This is an optimization exercise on Yosys and OpenROAD, whose aim is a short achievable clock period and few clock cycles, not a production implementation.
Only simulation tests tie the RTL to the original design; equivalence was not proved.
Power figures rest on the tool's default switching activity, not on a simulated workload.

## flow/design.v

```verilog
`default_nettype none
module rotated_ellipse_mask_generator #(
  parameter int MAX_RADIUS = 31
) (
  input  wire logic                            clk,
  input  wire logic                            rst_n,
  input  wire logic                            in_valid,
  output logic                                 in_stall,
  input  wire logic [4:0]                      in_x_radius,
  input  wire logic [4:0]                      in_y_radius,
  input  wire logic [8:0]                      in_rotation_deg,
  output logic                                 out_valid,
  input  wire logic                            out_stall,
  output logic [5:0]                           out_row_index,
  output logic [62:0]                          out_row_bits,
  output logic                                 out_last_row
);
  localparam int RADIUS_W   = 5;
  localparam int DEG_W      = 9;
  localparam int INDEX_W    = 6;
  localparam int ROW_BITS_W = 63;
  localparam int SIN_W      = 16;
  localparam int RSQ_W      = 2 * RADIUS_W;
  localparam int SQ_W       = 30;
  localparam int ACC_W      = 56;
  localparam int MA_W       = 44;
  localparam int MB_W       = 17;
  localparam int PROD_W     = MA_W + MB_W;
  localparam int RHS_SHIFT  = 28;
  localparam logic [DEG_W-1:0] DEG_FULL = 9'd360;
  typedef enum logic [1:0] {
    ST_IDLE,
    ST_SETUP,
    ST_WALK,
    ST_EMIT
  } state_t;
  typedef enum logic [3:0] {
    STEP_A2,
    STEP_B2,
    STEP_CC,
    STEP_SS,
    STEP_CS,
    STEP_A_LO,
    STEP_A_HI,
    STEP_C_LO,
    STEP_C_HI,
    STEP_B,
    STEP_RHS,
    STEP_AXIS2,
    STEP_DX0,
    STEP_DY0,
    STEP_LHS0
  } step_t;
  localparam int ROW_W = 2 * MAX_RADIUS + 1;
  localparam int IDX_W = $clog2(ROW_W);
  localparam logic [RADIUS_W-1:0] RADIUS_CAP = RADIUS_W'(MAX_RADIUS);
  function automatic logic [14:0] quarter_sine(input logic [6:0] k);
    logic [14:0] v;
    case (k)
      7'd0: v = 15'd0;
      7'd1: v = 15'd286;
      7'd2: v = 15'd572;
      7'd3: v = 15'd857;
      7'd4: v = 15'd1143;
      7'd5: v = 15'd1428;
      7'd6: v = 15'd1713;
      7'd7: v = 15'd1997;
      7'd8: v = 15'd2280;
      7'd9: v = 15'd2563;
      7'd10: v = 15'd2845;
      7'd11: v = 15'd3126;
      7'd12: v = 15'd3406;
      7'd13: v = 15'd3686;
      7'd14: v = 15'd3964;
      7'd15: v = 15'd4240;
      7'd16: v = 15'd4516;
      7'd17: v = 15'd4790;
      7'd18: v = 15'd5063;
      7'd19: v = 15'd5334;
      7'd20: v = 15'd5604;
      7'd21: v = 15'd5872;
      7'd22: v = 15'd6138;
      7'd23: v = 15'd6402;
      7'd24: v = 15'd6664;
      7'd25: v = 15'd6924;
      7'd26: v = 15'd7182;
      7'd27: v = 15'd7438;
      7'd28: v = 15'd7692;
      7'd29: v = 15'd7943;
      7'd30: v = 15'd8192;
      7'd31: v = 15'd8438;
      7'd32: v = 15'd8682;
      7'd33: v = 15'd8923;
      7'd34: v = 15'd9162;
      7'd35: v = 15'd9397;
      7'd36: v = 15'd9630;
      7'd37: v = 15'd9860;
      7'd38: v = 15'd10087;
      7'd39: v = 15'd10311;
      7'd40: v = 15'd10531;
      7'd41: v = 15'd10749;
      7'd42: v = 15'd10963;
      7'd43: v = 15'd11174;
      7'd44: v = 15'd11381;
      7'd45: v = 15'd11585;
      7'd46: v = 15'd11786;
      7'd47: v = 15'd11982;
      7'd48: v = 15'd12176;
      7'd49: v = 15'd12365;
      7'd50: v = 15'd12551;
      7'd51: v = 15'd12733;
      7'd52: v = 15'd12911;
      7'd53: v = 15'd13085;
      7'd54: v = 15'd13255;
      7'd55: v = 15'd13421;
      7'd56: v = 15'd13583;
      7'd57: v = 15'd13741;
      7'd58: v = 15'd13894;
      7'd59: v = 15'd14044;
      7'd60: v = 15'd14189;
      7'd61: v = 15'd14330;
      7'd62: v = 15'd14466;
      7'd63: v = 15'd14598;
      7'd64: v = 15'd14726;
      7'd65: v = 15'd14849;
      7'd66: v = 15'd14968;
      7'd67: v = 15'd15082;
      7'd68: v = 15'd15191;
      7'd69: v = 15'd15296;
      7'd70: v = 15'd15396;
      7'd71: v = 15'd15491;
      7'd72: v = 15'd15582;
      7'd73: v = 15'd15668;
      7'd74: v = 15'd15749;
      7'd75: v = 15'd15826;
      7'd76: v = 15'd15897;
      7'd77: v = 15'd15964;
      7'd78: v = 15'd16026;
      7'd79: v = 15'd16083;
      7'd80: v = 15'd16135;
      7'd81: v = 15'd16182;
      7'd82: v = 15'd16225;
      7'd83: v = 15'd16262;
      7'd84: v = 15'd16294;
      7'd85: v = 15'd16322;
      7'd86: v = 15'd16344;
      7'd87: v = 15'd16362;
      7'd88: v = 15'd16374;
      7'd89: v = 15'd16382;
      7'd90: v = 15'd16384;
      default: v = 15'd0;
    endcase
    quarter_sine = v;
  endfunction
  function automatic logic signed [SIN_W-1:0] sine_q14(input logic [DEG_W-1:0] deg);
    logic [DEG_W-1:0]        k;
    logic                    neg;
    logic signed [SIN_W-1:0] mag;
    if (deg <= 9'd90) begin
      k   = deg;
      neg = 1'b0;
    end else if (deg <= 9'd180) begin
      k   = 9'd180 - deg;
      neg = 1'b0;
    end else if (deg <= 9'd270) begin
      k   = deg - 9'd180;
      neg = 1'b1;
    end else begin
      k   = DEG_FULL - deg;
      neg = 1'b1;
    end
    mag = {1'b0, quarter_sine(k[6:0])};
    sine_q14 = neg ? -mag : mag;
  endfunction
  function automatic logic signed [SIN_W-1:0] cosine_q14(input logic [DEG_W-1:0] deg);
    logic [DEG_W:0] d;
    d = {1'b0, deg} + 10'd90;
    if (d >= {1'b0, DEG_FULL}) begin
      d = d - {1'b0, DEG_FULL};
    end
    cosine_q14 = sine_q14(d[DEG_W-1:0]);
  endfunction
  state_t state_r, state_nxt;
  logic [3:0]       step_r;
  logic   phase_r;
  logic   out_valid_r, out_valid_nxt;
  logic [RADIUS_W-1:0]     rx_r, ry_r, axis_r;
  logic [DEG_W-1:0]        deg_r;
  logic                    empty_r;
  logic signed [SIN_W-1:0] s_r, c_r;
  logic signed [MA_W-1:0]   mul_a;
  logic signed [MB_W-1:0]   mul_b;
  logic signed [PROD_W-1:0] prod_r;
  logic signed [ACC_W-1:0]  prod_lo;
  logic [RSQ_W-1:0]         a2_r, b2_r, axis2_r;
  logic signed [SQ_W-1:0]   cc_r, ss_r, cs_r;
  logic signed [ACC_W-1:0]  coef_a_r, coef_b_r, coef_c_r, rhs_r;
  logic signed [MA_W-1:0]   sum_r;
  logic signed [RSQ_W:0]    b2_minus_a2;
  logic signed [ACC_W-1:0]  two_a, two_c;
  logic signed [ACC_W-1:0]  lhs_r, dx_r, lhs_row_r, dxrow_r, dy_r;
  logic [ROW_W-1:0]         row_r;
  logic [INDEX_W-1:0]       xcnt_r, ycnt_r;
  logic [INDEX_W-1:0]       two_axis;
  logic                     pix_in;
  logic [INDEX_W-1:0]       out_row_index_r;
  logic [ROW_BITS_W-1:0]    out_row_bits_r;
  logic                     out_last_row_r;
  logic accept_in;
  logic emit_load;
  logic row_last;
  logic setup_done;
  assign two_axis    = {axis_r, 1'b0};
  assign prod_lo     = prod_r[ACC_W-1:0];
  assign two_a       = coef_a_r <<< 1;
  assign two_c       = coef_c_r <<< 1;
  assign b2_minus_a2 = $signed({1'b0, b2_r}) - $signed({1'b0, a2_r});
  assign pix_in      = !empty_r && (lhs_r <= rhs_r);
  always_comb begin
    state_nxt = state_r;
    unique case (state_r)
      ST_IDLE: begin
        if (in_valid) state_nxt = ST_SETUP;
      end
      ST_SETUP: begin
        if (setup_done) state_nxt = ST_WALK;
      end
      ST_WALK: begin
        if (xcnt_r == two_axis) state_nxt = ST_EMIT;
      end
      ST_EMIT: begin
        if (emit_load) state_nxt = row_last ? ST_IDLE : ST_WALK;
      end
      default: state_nxt = ST_IDLE;
    endcase
  end
  always_comb begin
    in_stall      = (state_r != ST_IDLE);
    accept_in     = in_valid && (state_r == ST_IDLE);
    setup_done    = (state_r == ST_SETUP) && phase_r && (step_r == STEP_LHS0);
    row_last      = (ycnt_r == two_axis);
    emit_load     = (state_r == ST_EMIT) && (!out_valid_r || !out_stall);
    out_valid_nxt = emit_load || (out_valid_r && out_stall);
  end
  always_comb begin
    mul_a = '0;
    mul_b = '0;
    unique case (step_r)
      STEP_A2: begin
        mul_a = MA_W'(rx_r);
        mul_b = MB_W'(rx_r);
      end
      STEP_B2: begin
        mul_a = MA_W'(ry_r);
        mul_b = MB_W'(ry_r);
      end
      STEP_CC: begin
        mul_a = MA_W'(c_r);
        mul_b = MB_W'(c_r);
      end
      STEP_SS: begin
        mul_a = MA_W'(s_r);
        mul_b = MB_W'(s_r);
      end
      STEP_CS: begin
        mul_a = MA_W'(c_r);
        mul_b = MB_W'(s_r);
      end
      STEP_A_LO: begin
        mul_a = MA_W'(cc_r);
        mul_b = MB_W'(b2_r);
      end
      STEP_A_HI: begin
        mul_a = MA_W'(ss_r);
        mul_b = MB_W'(a2_r);
      end
      STEP_C_LO: begin
        mul_a = MA_W'(ss_r);
        mul_b = MB_W'(b2_r);
      end
      STEP_C_HI: begin
        mul_a = MA_W'(cc_r);
        mul_b = MB_W'(a2_r);
      end
      STEP_B: begin
        mul_a = MA_W'(cs_r);
        mul_b = MB_W'(b2_minus_a2);
      end
      STEP_RHS: begin
        mul_a = MA_W'(a2_r);
        mul_b = MB_W'(b2_r);
      end
      STEP_AXIS2: begin
        mul_a = MA_W'(axis_r);
        mul_b = MB_W'(axis_r);
      end
      STEP_DX0, STEP_DY0: begin
        mul_a = sum_r;
        mul_b = MB_W'(axis_r);
      end
      STEP_LHS0: begin
        mul_a = sum_r;
        mul_b = MB_W'(axis2_r);
      end
      default: begin
        mul_a = '0;
        mul_b = '0;
      end
    endcase
  end
  always_ff @(posedge clk) begin
    if (!rst_n) begin
      state_r     <= ST_IDLE;
      step_r      <= STEP_A2;
      phase_r     <= 1'b0;
      out_valid_r <= 1'b0;
    end else begin
      state_r     <= state_nxt;
      out_valid_r <= out_valid_nxt;
      if (accept_in) begin
        step_r  <= STEP_A2;
        phase_r <= 1'b0;
      end else if (state_r == ST_SETUP) begin
        phase_r <= !phase_r;
        if (phase_r && !setup_done) step_r <= step_r + 4'd1;
      end
    end
  end
  always_ff @(posedge clk) begin
    if (accept_in) begin
      rx_r    <= (in_x_radius > RADIUS_CAP) ? RADIUS_CAP : in_x_radius;
      ry_r    <= (in_y_radius > RADIUS_CAP) ? RADIUS_CAP : in_y_radius;
      axis_r  <= (in_x_radius > in_y_radius) ?
                 ((in_x_radius > RADIUS_CAP) ? RADIUS_CAP : in_x_radius) :
                 ((in_y_radius > RADIUS_CAP) ? RADIUS_CAP : in_y_radius);
      empty_r <= (in_x_radius == '0) || (in_y_radius == '0);
      deg_r   <= (in_rotation_deg >= DEG_FULL) ? in_rotation_deg - DEG_FULL
                                               : in_rotation_deg;
    end
    if (state_r == ST_SETUP && !phase_r) begin
      prod_r <= mul_a * mul_b;
      if (step_r == STEP_A2) begin
        s_r <= -sine_q14(deg_r);
        c_r <= cosine_q14(deg_r);
      end
    end
    if (state_r == ST_SETUP && phase_r) begin
      unique case (step_r)
        STEP_A2:   a2_r     <= prod_r[RSQ_W-1:0];
        STEP_B2:   b2_r     <= prod_r[RSQ_W-1:0];
        STEP_CC:   cc_r     <= prod_r[SQ_W-1:0];
        STEP_SS:   ss_r     <= prod_r[SQ_W-1:0];
        STEP_CS:   cs_r     <= prod_r[SQ_W-1:0];
        STEP_A_LO: coef_a_r <= prod_lo;
        STEP_A_HI: coef_a_r <= coef_a_r + prod_lo;
        STEP_C_LO: coef_c_r <= prod_lo;
        STEP_C_HI: coef_c_r <= coef_c_r + prod_lo;
        STEP_B:    coef_b_r <= prod_lo <<< 1;
        STEP_RHS:  rhs_r    <= prod_lo <<< RHS_SHIFT;
        STEP_AXIS2: begin
          axis2_r <= prod_r[RSQ_W-1:0];
          sum_r   <= MA_W'(two_a + coef_b_r);
        end
        STEP_DX0: begin
          dxrow_r <= coef_a_r - prod_lo;
          sum_r   <= MA_W'(two_c + coef_b_r);
        end
        STEP_DY0: begin
          dy_r  <= coef_c_r - prod_lo;
          sum_r <= MA_W'(coef_a_r + coef_b_r + coef_c_r);
        end
        STEP_LHS0: begin
          lhs_row_r <= prod_lo;
          lhs_r     <= prod_lo;
          dx_r      <= dxrow_r;
          row_r     <= '0;
          xcnt_r    <= '0;
          ycnt_r    <= '0;
        end
        default: ;
      endcase
    end
    if (state_r == ST_WALK) begin
      row_r[xcnt_r[IDX_W-1:0]] <= pix_in;
      lhs_r  <= lhs_r + dx_r;
      dx_r   <= dx_r + two_a;
      xcnt_r <= xcnt_r + 1'b1;
    end
    if (emit_load) begin
      out_row_index_r <= ycnt_r;
      out_row_bits_r  <= ROW_BITS_W'(row_r);
      out_last_row_r  <= row_last;
      lhs_row_r <= lhs_row_r + dy_r;
      lhs_r     <= lhs_row_r + dy_r;
      dy_r      <= dy_r + two_c;
      dxrow_r   <= dxrow_r + coef_b_r;
      dx_r      <= dxrow_r + coef_b_r;
      row_r     <= '0;
      xcnt_r    <= '0;
      ycnt_r    <= ycnt_r + 1'b1;
    end
  end
  assign out_valid     = out_valid_r;
  assign out_row_index = out_row_index_r;
  assign out_row_bits  = out_row_bits_r;
  assign out_last_row  = out_last_row_r;
endmodule
`default_nettype wire
```

## flow/run.sh

```bash
#!/bin/bash
# synth_recipe.tcl (not shown) runs the flow's synth.tcl, then flattens the netlist and writes it again
# the make line also repeats each setting of config.mk as NAME=value (left out here)
make -C /OpenROAD-flow-scripts/flow DESIGN_CONFIG=/design/flow/config.mk WORK_HOME=/design/flow/orfs CLKGATE_MAP_FILE= SYNTH_SCRIPT=/design/flow/synth_recipe.tcl finish
```

## flow/config.mk

```make
export PLATFORM = sky130hd
export DESIGN_NAME = rotated_ellipse_mask_generator
export DESIGN_NICKNAME = rotated_ellipse_mask_generator
export VERILOG_FILES = /design/flow/design.v
export SDC_FILE = /design/flow/constraint.sdc
export NUM_CORES = 4
export LEC_CHECK = 0
export CAP_MARGIN = 20
export CORE_MARGIN = 2
export CORE_UTILIZATION = 40
export SLEW_MARGIN = 20
```

## flow/constraint.sdc

```tcl
create_clock -name core_clock -period 11.0 [get_ports {clk}]
set_input_delay 2.2000 -clock core_clock [delete_from_list [all_inputs] [get_ports {clk}]]
set_output_delay 2.2000 -clock core_clock [all_outputs]
set_load 0.01 [all_outputs]
```

==> impl_metrics.tcl <==
set metrics [dict create \
    clock_latency_ns 0.76 \
    grtUsageMet3_pct 3.84 \
    final_nets 12000 \
    design.core.area_um2 236000 \
    drv_cap 0 \
    routed_wl_um 316000 \
    slowest_stage "fa_1" \
    drt-initial-drc-count 7525 \
    hold_slack_ns 0.430 \
    cp-end-kind "flip-flop" \
    clk_pin_slew_ns 0.06 \
    syn_area_um2 95000 \
    period_needed_ns 10.48 \
    dp_hpwl_um 247000 \
    worst_pin_slew_ns 1.23 \
    finalWeightedCongestion 0.978 \
    p_leak_nw 44.0 \
    finalClockSkew_ns 0.0479 \
    dr.pass1.iters 9 \
    cts_tree "built" \
    outcome "complete, no violations" \
    hold_class "reg -> reg" \
    yosys_most_used_dff "edfxtp_1" \
    layoutNonFillerInstCount 13700 \
    reg2reg_setup_slack_ns 0.52 \
    clockBufferDepth 3 \
    drv_slew 0 \
    slew-limit-headroom_pct 17.8 \
    start_kind "flip-flop" \
    area_growth_pct 8.99 \
    initial_core_util_pct 40.3 \
    drc 0 \
    fill_cells 23000 \
    rows 178 \
    p_per_area_nw_per_um2 98.6 \
    grt_use_met1_pct 34.9 \
    fmax_ghz 0.0954 \
    tns_ns 0 \
    fp.dieW_um 491 \
    final_hold_viol_count 0 \
    cts.htree.levels 3 \
    first_global_vias 78400 \
    num_io_pins 95 \
    grt_use_met2_pct 40.9 \
    ant_nets 0 \
    grt-ovfl-total 0 \
    ys_types 120 \
    utilization_pct 43.9 \
    top_usage_layer "met2" \
    yosysSeqAreaShare_pct 27.8 \
    postSynth.asyncResetShare_pct 0 \
    routed-via-count 79400 \
    grt_usage_pct 25.6 \
    syn_inst 10500 \
    dp.cells 13500 \
    syn-num-nets 12100 \
    cts_inserted_buffers 106 \
    finalSetupViolations 0 \
    syn_area_per_cell_um2 9.05 \
    die_area_um2 242000 \
    die_height_um 491 \
    final_common_cell "inv_1" \
    grt_max_degree 114 \
    final_cell_mix "1104 x inv_1, 1005 x nor2_1, 990 x nand2_1, 828 x edfxtp_1, 812 x ha_1" \
    grt_pass1_wl_um 482000 \
    slowest_delay_ns 0.58 \
    routed_via_density 5.80 \
    ys_ff_latch 905 \
    layout-drive-gt1-share_pct 5.56 \
    synth_edf_count 828 \
    multi_input_area_um2 63100 \
    ir_drop_mv 0.126 \
    crit_arrival_ns 10.94 \
    ys_warn_count 1 \
    cts.sinks 905 \
    critPathMaxFanout 25 \
    crit_type "reg -> reg" \
    worstPathRequired_ns 11.46 \
    post-route-cell-area_um2 104000 \
    cts_root_buffer "clkbuf_16" \
    post-route-period-util_pct 95.2 \
    post_drt_wl_per_cell_um 23.1 \
    antenna_found_initial 13 \
    dpl-instance-area_um2 99900 \
    port_buffers 94 \
    seq_area_um2 26400 \
]
-- worst max-delay path, delay by kind of cell, from the launching register on --
| kind | cells | cell delay [ns] |
|---|---|---|
| AOI/OAI and AO/OA | 19 | 3.88 |
| adders and majority gates | 8 | 3.72 |
| and+or+nand+nor | 6 | 1.10 |
| buffers and inverters | 5 | 0.81 |
| DFF | 1 | 0.47 |
| xor gates and xnor gates | 2 | 0.21 |
-- kinds of logic (layout without fill, tap and decap cells) --
logic type                 Yosys count  count (layout)  share of synthesized area (%)
muxes                               80              80                          0.937
and+or+nand+nor                   3020            3020                           14.3
xor gates and xnor gates           634             634                           5.85
buffers and inverters             1561            1595                           6.26
adders and majority gates         1526            1526                           25.7
AOI/OAI and AO/OA                 2776            2776                           19.1
other                                0               7                              0
DFF                                905             905                           27.8
-- layer usage --
| layer | wire length (um) | share of wire (%) |
|---|---|---|
| met5 | 25 | 0.0079 |
| met2 | 144000 | 45 |
| met1 | 138000 | 44 |
| met3 | 20700 | 6.5 |
| met4 | 13900 | 4.4 |
-- report_power, final --
group          leakage [nW]  internal, mW  total [mW]  switching [mW]
Clock                  1.72          2.08        3.69            1.61
Sequential             7.92          3.89        4.01           0.122
Combinational          34.4         0.853        2.51            1.66
Total                  44.0          6.83        10.2            3.39
-- cell usage after synthesis (all sizes together) (73+ instances only) --
library cell | count | share of area (%)
nor2 | 1015 | 4.0
dfxtp | 77 | 1.6
and3 | 73 | 0.48
nand2b | 121 | 0.80
inv | 1110 | 4.4
ha | 812 | 11
o21bai | 120 | 0.95
o211ai | 95 | 0.77
xnor2 | 447 | 4.1
o21ai | 659 | 3.5
edfxtp | 828 | 26
clkbuf | 369 | 1.5
o21a | 90 | 0.71
nor2b | 97 | 0.64
nand3 | 212 | 1.1
a31oi | 82 | 0.55
xor2 | 187 | 1.7
fa | 714 | 15
nand2 | 997 | 3.9
a21o | 280 | 2.2
buf | 75 | 0.39
a211oi | 78 | 0.63
nor3 | 149 | 0.82
a21oi | 738 | 3.9
-- through the flow --
| stage | total power [mW] | worst slack, ns |
|---|---|---|
| after floorplan | 5.73 | 0.945 |
| after global placement | 6.54 | -0.780 |
| after detailed placement | 6.54 | 0.0133 |
| after CTS | 10.2 | 0.0932 |
| after global routing | 10.6 | -0.00806 |
| final | 10.2 | 0.523 |
-- state kept, by name, summed over array words and instances, names as in the netlist, 56 cells and up --
register	flops
coef_a_r	56
dxrow_r	56
out_row_bits_r	63
prod_r	56
dy_r	56
row_r	63
dx_r	56
lhs_row_r	56
coef_c_r	56
lhs_r	56
-- final timing paths --
check / startpoint / end / depth (start not counted)
worst max-delay path: b2_r[1]$_DFFE_PP_ / prod_r[55]$_DFFE_PP_ / 40
worst min-delay path: row_r[4]$_SDFF_PP0_ / out_row_bits_r[4]$_DFFE_PP_ / 0
worst max register to register: b2_r[1]$_DFFE_PP_ / prod_r[55]$_DFFE_PP_ / 40
worst min register to register: row_r[4]$_SDFF_PP0_ / out_row_bits_r[4]$_DFFE_PP_ / 0
-- layout make-up --
| class | count | area share (%) |
|---|---|---|
| clock buffers | 133 | 2.78 |
| diodes | 7 | 0.0169 |
| repair buffers | 281 | 2.32 |
| clock inverters | 64 | 0.651 |
| multi-input cells | 8036 | 60.9 |
| inverters | 1117 | 4.06 |
| flip-flops and latches | 905 | 25.5 |
| well taps | 3150 | 3.80 |
-- timing repair --
item	CTS	global route
endpoints found under the setup margin	2	14
hold buffers	0	0
resized for setup	1	20
buffers inserted	0	1
pin swaps	0	3
Testbench counts, summed over its fixed seeds: cycles 235,274.

-- static timing again, ports no longer ideal --
How much do the figures lean on ideal ports? The routed layout below was timed once more, with nothing changed but the port constraints. Step 1 (the two cells are an assumption about what drives the block):
set clk [get_ports {clk}]
set_driving_cell -lib_cell sky130_fd_sc_hd__clkbuf_16 $clk
set_driving_cell -lib_cell sky130_fd_sc_hd__buf_2 [delete_from_list [all_inputs] $clk]
Step 2 adds t to the input delays and takes it off the output delays; t is the mean of the earliest and latest rising clock arrival at the registers after step 1. Input paths then give back, and output paths get back, about the clock's delay inside the block. a / b / c = no drivers / after step 1 / after step 2; a / b = the first two.
shift t [ns]: 0.831
setup WS [ns]: 0.523 / 0.523 / 0.523
slew at the worst register clock pin (ns): 0.07 / 0.07
worst slew at a driven data input, ns: 0.12
After both steps this run still meets setup and hold. For this run, drivers alone change the setup slack by 0.000 ns; drivers and shift together by 0.000 ns.
